What follows belongs to an exercise in optimizing a design on an open flow for small area and a short achievable clock period; a production flow would make more cautious choices.
Function was not checked in any run shown here: the RTL went through the layout flow alone.
No activity file was given, so power comes from the tool's default toggle rates.

==> flow/design.v (outline; a module is shown in full before it is edited, if it fits) <==
// module fp_mul_pipe: 1658 lines
module fp_mul_pipe (
  input  logic        clk,
  input  logic        rst_n,
  input  logic        in_valid,
  input  logic [3:0]  r_mode,
  input  logic [31:0] fp_X,
  input  logic [31:0] fp_Y,
  output logic        out_valid,
  output logic [31:0] fp_Z,
  output logic        ovrf,
  output logic        udrf
);
  // ...
==> flow/run.sh <==
#!/bin/bash
# synth_recipe.tcl (not shown) runs the flow's synth.tcl, then flattens the netlist and writes it again
# the make line also repeats each setting of config.mk as NAME=value (left out here)
make -C /OpenROAD-flow-scripts/flow DESIGN_CONFIG=/design/flow/config.mk WORK_HOME=/design/flow/orfs CLKGATE_MAP_FILE= SYNTH_SCRIPT=/design/flow/synth_recipe.tcl finish
==> flow/config.mk <==
export PLATFORM = sky130hd
export DESIGN_NAME = fp_mul_pipe
export DESIGN_NICKNAME = fp_mul_pipe
export VERILOG_FILES = /design/flow/design.v
export SDC_FILE = /design/flow/constraint.sdc
export NUM_CORES = 4
export LEC_CHECK = 0
export ABC_AREA = 1
export CAP_MARGIN = 20
export CORE_MARGIN = 2
export CORE_UTILIZATION = 40
export SETUP_SLACK_MARGIN = 4.5
export SLEW_MARGIN = 20
==> flow/constraint.sdc <==
create_clock -name core_clock -period 8.5 [get_ports {clk}]
set_input_delay 1.7000 -clock core_clock [delete_from_list [all_inputs] [get_ports {clk}]]
set_output_delay 1.7000 -clock core_clock [all_outputs]
set_load 0.01 [all_outputs]
==> impl_metrics.csv, run 1 <==
group,metric,value,unit
critical_path,reg2reg_depth,10,
route,wl_per_cell,21.2,um
final_layout,drive_gt1_share,12.3,%
critical_path,crit_start,"b_two0_q[6]$_DFF_P_",
critical_path,cpLargestDelayFamily,"adder cells",
global_route,grt_overflow,0,
final_layout,nClkBuffers,36,
run_status,outcome,"timing/DRC/antenna clean",
sta,rsz0062_at_grt,"true",
clock_tree,cts_setup_buffers,31,
route,drc,0,
final_layout,fill_cells,4790,
global_route,grt.busiest_layer,"met2",
global_route,grt_pass1_wl,98900,um
worst_hold_path,hp-class,"reg2reg",
route,viasPerCell,5.47,
sta,whs,326,ps
sta,skew,11.7,ps
critical_path,cp.arrival,4470,ps
final_layout,final_cell_mix,"325 x inv_1, 288 x xor2_1, 270 x fa_1, 264 x o22ai_1, 214 x nand2_1",
final_layout,area_growth,16.6,%
worst_hold_path,holdCritStartpoint,"e1_q[0]$_DFF_P_",
pwr,finalPower,8.30,mW
sta,setup_tns,0,ps
yosys,yosys.area.top_type_share,26.1,%
==> run 2, diff against run 1 <==
--- a/flow/design.v
+++ b/flow/design.v
@@ -14,65 +14,43 @@
   localparam logic [1:0] RT_TRN = 2'd1;   
   localparam logic [1:0] RT_UPX = 2'd2;   
   localparam logic [1:0] RT_RMM = 2'd3;   
   localparam logic [1:0] CL_NUM = 2'd0;
   localparam logic [1:0] CL_ZER = 2'd1;
   localparam logic [1:0] CL_INF = 2'd2;
   localparam logic [1:0] CL_NAN = 2'd3;
   logic [3:0] vld_q;
-  logic        s0_d, st0_0_d, st1_0_d;
-  logic [1:0]  cl0_d, rt0_d;
-  logic [9:0]  e0_d;
-  logic        xz, yz, xe, ye, xfz, yfz;
-  logic [22:0] ox, oy;
+  logic        s0_d;
+  logic [1:0]  rt0_d;
   always_comb begin
-    xz  = (fp_X[30:23] == 8'h00);
-    yz  = (fp_Y[30:23] == 8'h00);
-    xe  = (fp_X[30:23] == 8'hFF);
-    ye  = (fp_Y[30:23] == 8'hFF);
-    xfz = (fp_X[22:0] == 23'd0);
-    yfz = (fp_Y[22:0] == 23'd0);
     s0_d = fp_X[31] ^ fp_Y[31];
-    if ((xe && !xfz) || (ye && !yfz) || (xe && yz) || (ye && xz)) cl0_d = CL_NAN;
-    else if (xe || ye)                                           cl0_d = CL_INF;
-    else if (xz || yz)                                           cl0_d = CL_ZER;
-    else                                                         cl0_d = CL_NUM;
-    e0_d = {2'b00, fp_X[30:23]} + {2'b00, fp_Y[30:23]} - 10'd127;
     case (r_mode)
       4'd1:    rt0_d = RT_TRN;
       4'd2:    rt0_d = s0_d ? RT_UPX : RT_TRN;
       4'd3:    rt0_d = s0_d ? RT_TRN : RT_UPX;
       4'd4:    rt0_d = RT_RMM;
       default: rt0_d = RT_RNE;
     endcase
-    for (int a = 0; a < 23; a++) begin
-      ox[a] = |(fp_X[22:0] & ((23'd2 << a) - 23'd1));
-      oy[a] = |(fp_Y[22:0] & ((23'd2 << a) - 23'd1));
-    end
-    st1_0_d = 1'b0;   
-    st0_0_d = 1'b0;   
-    for (int a = 0; a <= 22; a++) st1_0_d = st1_0_d | (ox[a] & oy[22-a]);
-    for (int a = 0; a <= 21; a++) st0_0_d = st0_0_d | (ox[a] & oy[21-a]);
   end
   logic [11:0] b_one0_d, b_two0_d, b_neg0_d;
   always_comb begin
     for (int i = 0; i < 12; i++) begin
       logic y2, y1, y0;
       y2 = (2*i+1 == 23) ? 1'b1 : fp_Y[2*i+1];
       y1 = fp_Y[2*i];
       y0 = (i == 0) ? 1'b0 : fp_Y[2*i-1];
       b_one0_d[i] = y1 ^ y0;
       b_two0_d[i] = (y2 & ~y1 & ~y0) | (~y2 & y1 & y0);
       b_neg0_d[i] = y2;
     end
   end
-  logic        s0_q, st0_0_q, st1_0_q;
-  logic [1:0]  cl0_q, rt0_q;
-  logic [9:0]  e0_q;
+  logic        s0_q;
+  logic [1:0]  rt0_q;
+  logic [7:0]  ex0_q, ey0_q;
   logic [22:0] fx0_q;
   logic [11:0] b_one0_q, b_two0_q, b_neg0_q;
   wire pp0_0 = ((b_one0_q[0] & fx0_q[0])) ^ b_neg0_q[0];
   wire pp0_1 = ((b_one0_q[0] & fx0_q[1]) | (b_two0_q[0] & fx0_q[0])) ^ b_neg0_q[0];
   wire pp0_2 = ((b_one0_q[0] & fx0_q[2]) | (b_two0_q[0] & fx0_q[1])) ^ b_neg0_q[0];
   wire pp0_3 = ((b_one0_q[0] & fx0_q[3]) | (b_two0_q[0] & fx0_q[2])) ^ b_neg0_q[0];
   wire pp0_4 = ((b_one0_q[0] & fx0_q[4]) | (b_two0_q[0] & fx0_q[3])) ^ b_neg0_q[0];
   wire pp0_5 = ((b_one0_q[0] & fx0_q[5]) | (b_two0_q[0] & fx0_q[4])) ^ b_neg0_q[0];
@@ -1324,16 +1302,46 @@
   assign csb1_q[40] = csb1_r[27];
   assign csb1_q[41] = csb1_r[28];
   assign csb1_q[42] = csb1_r[29];
   assign csb1_q[43] = csb1_r[30];
   assign csb1_q[44] = csb1_r[31];
   assign csb1_q[45] = csb1_r[32];
   assign csb1_q[46] = csb1_r[33];
   assign csb1_q[47] = csb1_r[34];
+  logic [22:0] fy1;
+  logic [22:0] ox, oy;
+  logic        st0_1_d, st1_1_d, xfz, yfz, xz, yz, xe, ye;
+  logic [1:0]  cl1_d;
+  logic [9:0]  e1_d;
+  always_comb begin
+    xz   = (ex0_q == 8'h00);
+    yz   = (ey0_q == 8'h00);
+    xe   = (ex0_q == 8'hFF);
+    ye   = (ey0_q == 8'hFF);
+    e1_d = {2'b00, ex0_q} + {2'b00, ey0_q} - 10'd127;
+    for (int i = 0; i < 12; i++) begin
+      if (2*i+1 <= 22) fy1[2*i+1] = b_neg0_q[i];
+      fy1[2*i] = b_one0_q[i] ^ ((i == 0) ? 1'b0 : b_neg0_q[i-1]);
+    end
+    xfz = (fx0_q == 23'd0);
+    yfz = (fy1 == 23'd0);
+    if ((xe && !xfz) || (ye && !yfz) || (xe && yz) || (ye && xz)) cl1_d = CL_NAN;
+    else if (xe || ye)                                           cl1_d = CL_INF;
+    else if (xz || yz)                                           cl1_d = CL_ZER;
+    else                                                         cl1_d = CL_NUM;
+    for (int a = 0; a < 23; a++) begin
+      ox[a] = |(fx0_q & ((23'd2 << a) - 23'd1));
+      oy[a] = |(fy1 & ((23'd2 << a) - 23'd1));
+    end
+    st1_1_d = 1'b0;   
+    st0_1_d = 1'b0;   
+    for (int a = 0; a <= 22; a++) st1_1_d = st1_1_d | (ox[a] & oy[22-a]);
+    for (int a = 0; a <= 21; a++) st0_1_d = st0_1_d | (ox[a] & oy[21-a]);
+  end
   logic        s1_q, st0_1_q, st1_1_q;
   logic [1:0]  cl1_q, rt1_q;
   logic [9:0]  e1_q;
   wire ag13 = csa1_q[13] & csb1_q[13];
   wire ap13 = csa1_q[13] ^ csb1_q[13];
   wire ag14 = csa1_q[14] & csb1_q[14];
   wire ap14 = csa1_q[14] ^ csb1_q[14];
   wire ag15 = csa1_q[15] & csb1_q[15];
@@ -1549,31 +1557,29 @@
   logic [31:0] z_q;
   logic        ovrf_q, udrf_q;
   always_ff @(posedge clk or negedge rst_n) begin
     if (!rst_n) vld_q <= '0;
     else        vld_q <= {vld_q[2:0], in_valid};
   end
   always_ff @(posedge clk) begin
     s0_q     <= s0_d;
-    cl0_q    <= cl0_d;
     rt0_q    <= rt0_d;
-    e0_q     <= e0_d;
-    st0_0_q  <= st0_0_d;
-    st1_0_q  <= st1_0_d;
+    ex0_q    <= fp_X[30:23];
+    ey0_q    <= fp_Y[30:23];
     fx0_q    <= fp_X[22:0];
     b_one0_q <= b_one0_d;
     b_two0_q <= b_two0_d;
     b_neg0_q <= b_neg0_d;
     s1_q     <= s0_q;
-    cl1_q    <= cl0_q;
+    cl1_q    <= cl1_d;
     rt1_q    <= rt0_q;
-    e1_q     <= e0_q;
-    st0_1_q  <= st0_0_q;
-    st1_1_q  <= st1_0_q;
+    e1_q     <= e1_d;
+    st0_1_q  <= st0_1_d;
+    st1_1_q  <= st1_1_d;
     csa1_r[0] <= fc750;
     csa1_r[1] <= fc753;
     csa1_r[2] <= fc756;
     csa1_r[3] <= fc759;
     csa1_r[4] <= fc762;
     csa1_r[5] <= fc765;
     csa1_r[6] <= fc768;
     csa1_r[7] <= fc771;
==> flow/config.mk (replaced) <==
export PLATFORM = sky130hd
export DESIGN_NAME = fp_mul_pipe
export DESIGN_NICKNAME = fp_mul_pipe
export VERILOG_FILES = /design/flow/design.v
export SDC_FILE = /design/flow/constraint.sdc
export NUM_CORES = 4
export LEC_CHECK = 0
export CAP_MARGIN = 20
export CORE_MARGIN = 2
export CORE_UTILIZATION = 40
export SETUP_SLACK_MARGIN = 4.5
export SLEW_MARGIN = 20
==> impl_metrics.csv, run 2 <==
group,metric,value,unit
run_status,outcome,"timing/DRC/antenna clean",
route,vias,15000,
floorplanning,start_util,40.6,%
final_layout,drive_gt1_share,7.18,%
yosys,yosysSeqAreaShare,24.0,%
sta,setup_viol,0,
yosys,ys_ff_latch,243,
route,drt_iter0_drc,1402,
sta,relSlewSlack,23.4,%
yosys,synth_cells,2040,
clock_tree,cts.sinks,243,
sta,period_share,46.5,%
critical_path,reg2reg_setup_slack,4550,ps
route,viasPerCell,5.45,
critical_path,r2r_end,"inc2_q$_DFF_P_",
critical_path,cp_max_fo,7,
yosys,yosys.area.top_type,"fa_1",
sta,setup_tns,0,ps
worst_hold_path,hold_depth,0,
sta,slew_viol_final,0,
global_route,track_usage,21.3,%
floorplanning,std_cell_rows,82,
worst_hold_path,hold_end,"e2_q[9]$_DFF_P_",
sta,period_minus_slack,3950,ps
route,dr.pass1.iters,5,
clock_tree,clk_latency,590,ps
global_route,grt_pass1_wl,89300,um
critical_path,worstReg2RegStart,"csa1_r[0]$_DFF_P_",
pwr,powerDensity,357,nW/um^2
final_layout,stdcell_count,2760,
yosys,synthesis.nets,2482,
global_route,grt_max_degree,32,
critical_path,crit_type,"reg2reg",
sta,rsz0062_at_grt,"true",
critical_path,cp.arrival,4410,ps
place,numPlacedInstances,2699,
pwr,vdd_ir_drop_max,0.181,mV
clock_tree,cts_root_buf,"clkbuf_16",
yosys,yosysMostFrequentCell,"fa_1",
global_route,grt_pass1_vias,15900,
yosys,ys_top_cells_by_count,"270 x fa_1, 256 x a22oi_1, 240 x xnor2_1",
yosys,synth_cell_types,64,
run,drv_cap,0,
yosys,yosysWarnings,1,
floorplanning,core_area,50300,um^2
final_layout,fin_nets,2509,
final_layout,mostFrequentLayoutCell,"fa_1",
critical_path,crit_required,8960,ps
route,ant_nets,0,
clock_tree,cts.clk_slew.worst_paths,60,ps
clock_tree,cts_inserted_buffers,28,
place,port_buffers,105,
clock_tree,cts.htree.levels,1,
final_layout,area_growth,14.0,%
yosys,synth_flop_cell,"dfxtp_1",
sta,skew,28.7,ps
place,hpwl,37800,um
clock_tree,cts_tree,"done",
floorplanning,fp.dieArea,52800,um^2
critical_path,reg2reg_depth,16,
pwr,leakage,9.55,nW
critical_path,endpoint_kind,"register",
sta,max_slew.worst_pin.slew,1150,ps
yosys,yosys.area.top_type_share,26.5,%
sta,clock.fmax,0.253,GHz
final_layout,reg_top3,"csa1_r: 35 flops, csb1_r: 35 flops, z_q: 32 flops",
route,wl,56100,um
sta,worst_slack,4550,ps
route,drc,0,
critical_path,crit_path_start_kind,"register",
floorplanning,chipWidth,230,um
sta,hold_viol,0,
worst_hold_path,hp-class,"reg2reg",
yosys,synth-edff-count,0,
final_layout,fin_area,23200,um^2
global_route,grt_antenna_before_repair,1,
final_layout,final_cell_mix,"269 x fa_1, 256 x a22oi_1, 239 x xnor2_1, 230 x dfxtp_1, 222 x inv_1",
sta,whs,325,ps
place,gp_congestion,0.863,
clock_tree,ctsHoldBuffers,0,
floorplanning,io_pins,106,
final_layout,n_antenna_cell,0,
yosys,syn_area,20400,um^2
place,dp_slack,3970,ps
yosys,synthTopCellsByArea,"fa_1 27%, dfxtp_1 23%, xnor2_1 10%",
global_route,grt_overflow,0,
yosys,avgSynthCellArea,9.99,um^2
worst_hold_path,holdCritStartpoint,"e1_q[9]$_DFF_P_",
route,wl_per_cell,20.3,um
clock_tree,cts_max_path_buffers,3,
floorplanning,fp.dieH,230,um
place,place_area,22100,um^2
yosys,synthArstFlopShare,1.65,%
[run 2: changes by cell type in the layout (fill, tap and decap cells not counted), sizes merged, moves of 16 or more]
cell,change
o22ai,-259
a22oi,+256
xnor2,+224
xor2,-192
nand2,-141
inv,-125
nor2,-87
clkinvlp,-58
nand3,-37
a21oi,+21
buf,-18
nand2b,+16
[run 2: worst max-delay path, stage by stage, from the launching register on]
cell	delay [ps]
dfxtp_1	300
ha_1	300
a211oi_2	250
o21ai_2	140
a32o_2	320
a311o_1	410
nor3b_2	190
a21oi_2	210
o211a_1	170
nor3_1	70
fa_2	410
xnor2_4	210
xor2_4	210
buf_12	150
mux2i_4	220
o21ai_0	90
a21o_1	180
[run 2: power breakdown]
part | internal (mW) | total, mW | switching [mW]
clock | 0.737 | 1.24 | 0.500
sequential | 1.62 | 1.84 | 0.218
combinational | 2.42 | 5.22 | 2.80
total | 4.77 | 8.29 | 3.52
[run 2: layer usage]
| layer | vias up | routed length [um] | track usage, % |
|---|---|---|---|
| met3 | 135 | 5030 | 4.18 |
| met2 | 718 | 24800 | 33.8 |
| met5 | - | 0 | 0 |
| li1 | 6806 | - | - |
| met4 | 0 | 2040 | 7.54 |
| met1 | 7386 | 24300 | 29.0 |
[run 2: worst max-delay path by stage]
stage                                   start                 end  slack (ps)  cells past startpoint
after global routing        csa1_r[4]$_DFF_P_      inc2_q$_DFF_P_        4350                     16
final                       csa1_r[0]$_DFF_P_      inc2_q$_DFF_P_        4550                     16
after CTS                   csa1_r[0]$_DFF_P_      inc2_q$_DFF_P_        4440                     16
after detailed placement    csa1_r[4]$_DFF_P_      inc2_q$_DFF_P_        3970                     16
after global placement      csa1_r[0]$_DFF_P_      inc2_q$_DFF_P_        4080                     16
after floorplan           b_neg0_q[6]$_DFF_P_  csb1_r[11]$_DFF_P_        4500                     10
[run 2: what timing repair did]
| item | in CTS | in global routing |
|---|---|---|
| pin swaps | 2 | 9 |
| endpoints found under the setup margin | 50 | 28 |
| gates resized for setup | 18 | 14 |
| buffers inserted | 1 | 7 |
| gates cloned | 1 | 1 |
[run 2: metrics by stage]
stage	power, mW	util, %
5_1_grt	9.25	46.2
2_1_floorplan	5.52	-
4_1_cts	8.32	46.0
6_report	8.29	46.2
3_3_place_gp	6.85	43.9
3_5_place_dp	6.96	43.9
[run 2: cell type report]
cell class,instances,area (um^2)
clock buffer,38,778
clock inverter,13,180
fill,4756,27000
inverter,228,866
multi-input combinational,1396,14100
sequential,243,4900
tap,672,841
timing repair buffer,170,1590
[run 2: kinds of logic (layout without fill, tap and decap cells)]
group                    Yosys count  count (layout)  share of synthesized area, %
AO/OA/AOI/OAI                    442             442                          14.9
buffers and inverters            401             449                          7.43
multiplexers                       3               3                         0.147
XOR/XNOR                         336             336                          14.4
flip-flops                       243             243                          24.0
adder cells (fa/ha/maj)          371             371                          32.7
AND/OR/NAND/NOR                  244             244                          6.37
==> run 3, diff against run 2 <==
--- a/flow/config.mk
+++ b/flow/config.mk
@@ -5,6 +5,7 @@
 export SDC_FILE = /design/flow/constraint.sdc
 export NUM_CORES = 4
 export LEC_CHECK = 0
+export ABC_AREA = 1
 export CAP_MARGIN = 20
 export CORE_MARGIN = 2
 export CORE_UTILIZATION = 40
==> impl_metrics.csv, run 3 <==
group,metric,value,unit
clock_tree,cts.clk_slew.worst_paths,60,ps
final_layout,drive_gt1_share,11.4,%
yosys,ys_top_cells_by_count,"337 x inv_1, 289 x xor2_1, 270 x fa_1",
route,viasPerCell,5.51,
critical_path,worstReg2RegStart,"b_two0_q[9]$_DFF_P_",
yosys,synth_flop_cell,"dfxtp_1",
global_route,grt_antenna_before_repair,0,
route,wl,64900,um
final_layout,multi_input_area,13900,um^2
floorplanning,fp.dieH,232,um
yosys,synthTopCellsByArea,"fa_1 26%, dfxtp_1 23%, xor2_1 12%",
place,port_buffers,105,
yosys,ys_ff_latch,243,
clock_tree,cts.sinks,243,
critical_path,crit_buf_inv,3,
final_layout,reg_top3,"csa1_r: 35 flops, csb1_r: 35 flops, z_q: 32 flops",
final_layout,final_cell_mix,"316 x inv_1, 289 x xor2_1, 270 x fa_1, 262 x o22ai_1, 218 x dfxtp_1",
yosys,yosys.area.top_type,"fa_1",
route,drt_iter0_drc,1674,
final_layout,area_growth,15.7,%
global_route,track_usage,23.8,%
sta,slew_viol_final,0,
route,vias,17100,
yosys,syn_area,20700,um^2
pwr,swShare,44.3,%
final_layout,fill_cells,4892,
final_layout,mostFrequentLayoutCell,"inv_1",
pwr,clkPwrFrac,15.4,%
yosys,synth_cells,2285,
sta,rsz0062_at_grt,"true",
critical_path,crit_type,"reg2reg",
global_route,grt_pass1_wl,99100,um
sta,period_minus_slack,3950,ps
clock_tree,cts_max_path_buffers,3,
yosys,yosysMostFrequentCell,"inv_1",
pwr,seqPwrFrac,22.7,%
worst_hold_path,hp-class,"reg2reg",
route,dr.pass1.iters,6,
critical_path,cpMostUsedCell,"fa_1",
sta,max_slew.worst_pin.slew,937,ps
global_route,grt_max_degree,30,
floorplanning,core_area,51300,um^2
floorplanning,fp.dieArea,53700,um^2
critical_path,crit_path_cell_trace,"clkinvlp_2, o22ai_1, xor2_1, fa_1, inv_1, fa_1, fa_1, fa_1, inv_1",
sta,clock.fmax,0.253,GHz
pwr,p_sw,3.59,mW
sta,whs,320,ps
critical_path,cpLargestDelayFamily,"adder cells",
pwr,internal_power,4.52,mW
clock_tree,cts_root_buf,"clkbuf_16",
final_layout,seqCellArea,4920,um^2
place,hpwl,43800,um
critical_path,cp_max_fo,11,
yosys,yosysSeqAreaShare,23.5,%
critical_path,cp_slowest_stage_delay,640,ps
sta,setup_viol,0,
global_route,grt_pass1_vias,17600,
clock_tree,cts.htree.levels,1,
critical_path,crit_start,"b_two0_q[9]$_DFF_P_",
run_status,outcome,"timing/DRC/antenna clean",
route,ant_nets,0,
critical_path,endpoint_kind,"register",
clock_tree,clk_latency,620,ps
run,drv_cap,0,
yosys,synth_cell_types,49,
worst_hold_path,holdCritStartpoint,"e1_q[1]$_DFF_P_",
pwr,powerDensity,338,nW/um^2
final_layout,n_antenna_cell,0,
floorplanning,io_pins,106,
floorplanning,std_cell_rows,83,
sta,relSlewSlack,37.5,%
yosys,synthesis.nets,2727,
yosys,avgSynthCellArea,9.08,um^2
yosys,synthArstFlopShare,1.65,%
place,gp_congestion,0.918,
global_route,grt_overflow,0,
critical_path,cp.arrival,4440,ps
yosys,synth-edff-count,0,
sta,skew,35.3,ps
route,drc,0,
critical_path,crit_required,8990,ps
final_layout,fin_nets,2835,
yosys,yosys.area.top_type_share,26.1,%
route,wl_per_cell,21.0,um
critical_path,cp_slowest_cell,"clkinvlp_2",
clock_tree,cts_tree,"done",
sta,period_share,46.4,%
sta,hold_viol,0,
floorplanning,chipWidth,232,um
critical_path,crit_path_start_kind,"register",
floorplanning,start_util,40.4,%
pwr,vdd_ir_drop_max,0.178,mV
clock_tree,cts_inserted_buffers,30,
yosys,yosysWarnings,1,
sta,setup_tns,0,ps
pwr,leakage,10.8,nW
pwr,p_comb_share,61.9,%
## run 3: changes by cell type after synthesis, sizes merged, moves of 12 or more
cell,delta
nand2,+130
o22ai,+258
xor2,+193
nand4,+18
clkbuf,-47
nand3,+30
a22oi,-256
clkinv,+14
inv,+129
nor2,+76
xnor2,-228
nand2b,-15
o21ai,+12
## run 3: layout make-up
| class | instances | area share (%) |
|---|---|---|
| multi-input cells | 1540 | 58.1 |
| flip-flops and latches | 243 | 20.5 |
| repair buffers | 188 | 7.00 |
| inverters | 371 | 6.26 |
| well taps | 680 | 3.54 |
| clock buffers | 40 | 3.45 |
| clock inverters | 14 | 0.646 |
| repair inverters | 19 | 0.542 |
## run 3: repair_timing
item,CTS,global route
cloned,17,2
setup endpoints to repair,39,42
resized for setup,44,46
pin swaps,0,0
hold buffers,0,0
setup buffers,41,15
## run 3: metal layers
| layer | share of wire (%) | vias to the layer above | routed length (um) | track usage, % |
|---|---|---|---|---|
| met2 | 43 | 1079 | 27700 | 36.9 |
| li1 | - | 7611 | - | - |
| met3 | 11 | 296 | 7140 | 6.48 |
| met4 | 6.7 | 0 | 4360 | 14.0 |
| met5 | 0 | - | 0 | 0 |
| met1 | 40 | 8082 | 25600 | 29.8 |
## run 3: power groups by stage
| stage | Clock (mW) | Sequential [mW] | Combinational [mW] |
|---|---|---|---|
| 2_1_floorplan | 0 | 1.84 | 3.55 |
| 3_3_place_gp | 0 | 1.84 | 4.84 |
| 3_5_place_dp | 0 | 1.85 | 4.99 |
| 4_1_cts | 1.29 | 1.84 | 5.04 |
| 5_1_grt | 1.33 | 1.88 | 5.82 |
| 6_report | 1.25 | 1.84 | 5.02 |
## run 3: worst paths after layout
check                                          end  cells past startpoint  slack (ps)
worst max-delay path            csb1_r[17]$_DFF_P_                      9        4550
worst min-delay path               e2_q[1]$_DFF_P_                      0         320
worst max register to register  csb1_r[17]$_DFF_P_                      9        4550
worst min register to register     e2_q[1]$_DFF_P_                      0         320
max in group asynchronous       vld_q[1]$_DFF_PN0_                      1        7030
min in group asynchronous       vld_q[3]$_DFF_PN0_                      1        1310
## run 3: kinds of logic after synthesis
family | count (synthesis) | synth area share, %
buffers and inverters | 502 | 9.32
AND/OR/NAND/NOR | 434 | 9.28
AO/OA/AOI/OAI | 423 | 12.4
adder cells (fa/ha/maj) | 371 | 32.1
XOR/XNOR | 301 | 12.7
flip-flops | 243 | 23.5
multiplexers | 11 | 0.585
## run 3: metrics by stage
| step | power [mW] | utilization, % | instance area (um^2) | instances | worst slack (ps) |
|---|---|---|---|---|---|
| after floorplan | 5.38 | - | 20700 | 2285 | 4580 |
| after global placement | 6.69 | 43.5 | 22300 | 2966 | 3970 |
| after detailed placement | 6.84 | 43.5 | 22300 | 2966 | 3940 |
| after CTS | 8.17 | 46.4 | 23800 | 3078 | 4470 |
| after global routing | 9.03 | 46.8 | 24000 | 3095 | 4480 |
| final | 8.12 | 46.8 | 24000 | 3095 | 4550 |
## run 3: worst register-to-register path, delay by kind of cell, from the launching register on
kind | cells | cell delay [ps]
adder cells (fa/ha/maj) | 4 | 2020
XOR/XNOR | 1 | 130
buffers and inverters | 3 | 740
flip-flops | 1 | 510
AO/OA/AOI/OAI | 1 | 420

[separate check: timing with driven ports]
The flow's constraints put no driver on any port. The routed layouts listed below were extracted and timed again, unchanged, in two steps. Step 1, drivers: a clkbuf_16 drives clk and a buf_2 each remaining input, both assumed. Step 2 adds t to the input delays and takes it off the output delays; t is the mean of the earliest and latest rising clock arrival at the registers after step 1. Input paths then give back, and output paths get back, about the clock's delay inside the block. Three values: no drivers, after step 1, after step 2; two values: the first two.
run	t (ns)	setup WS [ns]	clock arrival spread, ns	worst slew at a driven data input, ns
run 1	0.635	4.510 / 4.510 / 4.187	0.012 / 0.012	0.06
run 2	0.636	4.552 / 4.552 / 4.552	0.030 / 0.030	0.05
run 3	0.663	4.554 / 4.554 / 4.554	0.036 / 0.036	0.04
After both steps every run listed still meets setup and hold. For run 1, which loses most, drivers alone change the setup slack by 0.000 ns; drivers and shift together by -0.323 ns.
